From an optimization exercise on the open Yosys and OpenROAD flow, aimed at small area; shortcuts taken in it are not production practice.
Only simulation tests tie the RTL to the original design; equivalence was not proved.
No activity file was given, so power comes from the tool's default toggle rates.

## run B
// tlc_driver_top
module tlc_driver_top (
    input  logic                  clk,
    input  logic                  nrst,
    input  logic                  clk_enable,
    input  logic                  gs_valid,
    input  tlc_pkg::gs_word_t     gs_word,
    output logic                  gs_credit,
    input  logic                  cfg_valid,
    input  tlc_pkg::fc_config_t   cfg_word,
    output logic                  cfg_credit,
    input  logic                  position_sync,
    input  logic                  driver_sout,
    output tlc_pkg::driver_pins_t pins,
    output logic                  column_ready,
    output logic                  config_match,
    output logic                  underrun
);
    localparam int LANES = tlc_pkg::LANES;
    localparam int FC_BITS = tlc_pkg::FC_BITS;
    localparam int GS_DEPTH = 16;
    localparam logic [3:0] S_STALL  = 4'b1000;
    localparam logic [3:0] S_PC     = 4'b0100;   
    localparam logic [3:0] S_CFG    = 4'b0010;   
    localparam logic [3:0] S_WRT    = 4'b0000;   
    localparam logic [3:0] S_PDC    = 4'b0101;   
    localparam logic [3:0] S_DUMP   = 4'b0011;   
    localparam logic [3:0] S_LOD    = 4'b0001;
    localparam logic [3:0] S_WAIT   = 4'b1001;
    localparam logic [3:0] S_STREAM = 4'b1010;
    localparam logic [5:0] C_PC    = 6'd49;
    localparam logic [5:0] C_DATA  = 6'd15;
    localparam logic [5:0] C_WRT   = 6'd58;
    localparam logic [5:0] C_PDC   = 6'd53;
    localparam logic [5:0] C_DUMP  = 6'd11;
    localparam logic [5:0] C_BLANK = 6'd56;   
    localparam logic [3:0] W_FIRST = 4'd5;    
    logic [3:0] state;
    logic [5:0] cnt;
    logic [3:0] wcnt;    
    logic [2:0] row;
    tlc_pkg::gs_word_t gs_mem [GS_DEPTH];
    logic [4:0] gs_last;   
    logic gs_present;
    logic gs_pop;
    always_ff @(posedge clk) begin
        if (gs_valid) begin
  ...
For scale: roughly 120 I/O pins.
==> flow/config.mk <==
export PLATFORM = sky130hd
export DESIGN_NAME = tlc_driver_top
export DESIGN_NICKNAME = tlc_driver_top
export VERILOG_FILES = /design/flow/design.v
export SDC_FILE = /design/flow/constraint.sdc
export NUM_CORES = 4
export LEC_CHECK = 0
export CAP_MARGIN = 20
export CORE_MARGIN = 2
export CORE_UTILIZATION = 75
export SLEW_MARGIN = 20
export SYNTH_HIERARCHICAL = 1
==> flow/constraint.sdc <==
create_clock -name core_clock -period 10.0 [get_ports {clk}]
set_input_delay 2.0000 -clock core_clock [delete_from_list [all_inputs] [get_ports {clk}]]
set_output_delay 2.0000 -clock core_clock [all_outputs]
set_load 0.01 [all_outputs]
standard.sh (not shown) runs the stock make flow with config.mk's settings and CLKGATE_MAP_FILE= SYNTH_SCRIPT=/design/flow/synth_recipe.tcl, a recipe that flattens the netlist after the stock synthesis.
==> flow/flow/run.sh <==
#!/bin/bash
# Standard ORFS layout with smaller port buffers and no CTS dummy loads.
set -euo pipefail
bash standard.sh \
  'BUFFER_PORTS_ARGS=-buffer_cell sky130_fd_sc_hd__buf_1' \
  'CTS_ARGS=-sink_clustering_enable -repair_clock_nets -dont_use_dummy_load -buf_list sky130_fd_sc_hd__clkbuf_8 -sink_clustering_size 18 -sink_clustering_max_diameter 45' \
  finish > standard_flow.log 2>&1
The following lists how run A was set up differently from run B:
--- a/flow/design.v
+++ b/flow/design.v
@@ -28,50 +28,50 @@
         DUMP_CONFIG = 4'd6,
         WRTFC_TIMING = 4'd7,
         WAIT_FOR_NEXT_SLICE = 4'd8
     } drv_state_t;
 endpackage
 `default_nettype wire
 `timescale 1ns/1ps
 `default_nettype none
 module tlc_lane_sel (
     input  logic [15:0] sel,
     input  logic [15:0] d,
-    input  logic        cn,
+    input  logic        c,
     output logic        y
 );
     logic [4:0] yn;
     for (genvar k = 0; k < 5; k++) begin : g_aoi
         tlc_aoi222 u_aoi (
             .a1(sel[3*k]),   .b1(d[3*k]),
             .a2(sel[3*k+1]), .b2(d[3*k+1]),
             .a3(sel[3*k+2]), .b3(d[3*k+2]),
             .y(yn[k])
         );
     end
-    tlc_lane_tail u_tail (.yn(yn[4:0]), .s(sel[15]), .d(d[15]), .cn(cn), .y(y));
+    tlc_lane_tail u_tail (.yn(yn[4:0]), .s(sel[15]), .d(d[15]), .c(c), .y(y));
 endmodule
 module tlc_aoi222 (
     input  logic a1, b1, a2, b2, a3, b3,
     output logic y
 );
     assign y = !((a1 && b1) || (a2 && b2) || (a3 && b3));
 endmodule
 module tlc_lane_tail (
     input  logic [4:0] yn,
     input  logic       s,
     input  logic       d,
-    input  logic       cn,
+    input  logic       c,
     output logic       y
 );
-    assign y = !((&yn) && !(s && d) && cn);
+    assign y = !(&yn) || (s && d) || c;
 endmodule
 module tlc_aoi21 (
     input  logic a1, a2, b1,
     output logic y
 );
     assign y = !((a1 && a2) || b1);
 endmodule
 module tlc_and3 (
     input  logic a, b, c,
     output logic y
 );
@@ -284,31 +284,31 @@
         for (int i = 0; i < GS_DEPTH; i++) begin
             gs_rd[i] = take && (gs_last == 5'(i));
         end
     end
     always_ff @(posedge clk or negedge nrst) begin
         if (!nrst) begin
             gs_last <= '1;
         end else begin
             gs_last <= gs_last + 5'(gs_valid) - 5'(gs_pop);
         end
     end
-    logic cfg_out_n;
+    logic cfg_out;
     tlc_pkg::gs_word_t lanes;
-    assign cfg_out_n = !(is_cfg && cfg_bit);
+    assign cfg_out = is_cfg && cfg_bit;
     for (genvar j = 0; j < LANES; j++) begin : g_lane
         logic [GS_DEPTH-1:0] col;
         for (genvar i = 0; i < GS_DEPTH; i++) begin : g_col
             assign col[i] = gs_mem[i][j];
         end
-        tlc_lane_sel u_sel (.sel(gs_rd), .d(col), .cn(cfg_out_n), .y(lanes[j]));
+        tlc_lane_sel u_sel (.sel(gs_rd), .d(col), .c(cfg_out), .y(lanes[j]));
     end
     assign pins.sclk = sclk_en && clk_enable;
     assign pins.gclk = gclk_en && clk_enable;
     assign pins.lat = lat_req;
     assign pins.sin = lanes;
     assign column_ready = clk_enable && is_stream && last_word && cend;
     always_ff @(posedge clk or negedge nrst) begin
         if (!nrst) begin
             cfg_cnt <= '0;
             gs_credit <= 1'b0;
             cfg_credit <= 1'b0;
## What came out
Compared with run B, in run A power density over cell area roughly the same, post-route met1 wirelength roughly the same, delay of the slowest cell on the worst path roughly the same, switching component of the power higher. Minimum clock period was lower in run A than in run B. Between run B and run A, the internal power does not differ in any meaningful way. Against run B, run A comes in about 4% lower on number of violations reported at the end of detailed-routing iteration 0. Between run A and run B, the difference in mapped cell area is negligible. Run A ended with more number of placed instances, taps included than run B. Relative to run B, clock skew has increased by 33 ps in run A.

-- port drivers added, routing unchanged --
Ports are ideal in the flow. The routed layouts listed here were re-timed in OpenROAD. Step 1 assumes that a clkbuf_16 drives the clock port and a buf_2 every other input. Step 2 adds t to the input delays and takes it off the output delays; t is the mean of the earliest and latest rising clock arrival at the registers after step 1. Input paths then give back, and output paths get back, about the clock's delay inside the block. Slacks: ideal / step 1 / step 2; pairs: ideal / step 1.
run | t (ns) | slack for setup (ns) | clock arrival spread, ns | pins driven straight from the clock port
run B | 0.639 | 3.781 / 3.731 / 4.371 | 0.070 / 0.069 | 1
run A | 0.623 | 3.827 / 3.777 / 4.401 | 0.091 / 0.091 | 1
After both steps every run listed still meets setup and hold.
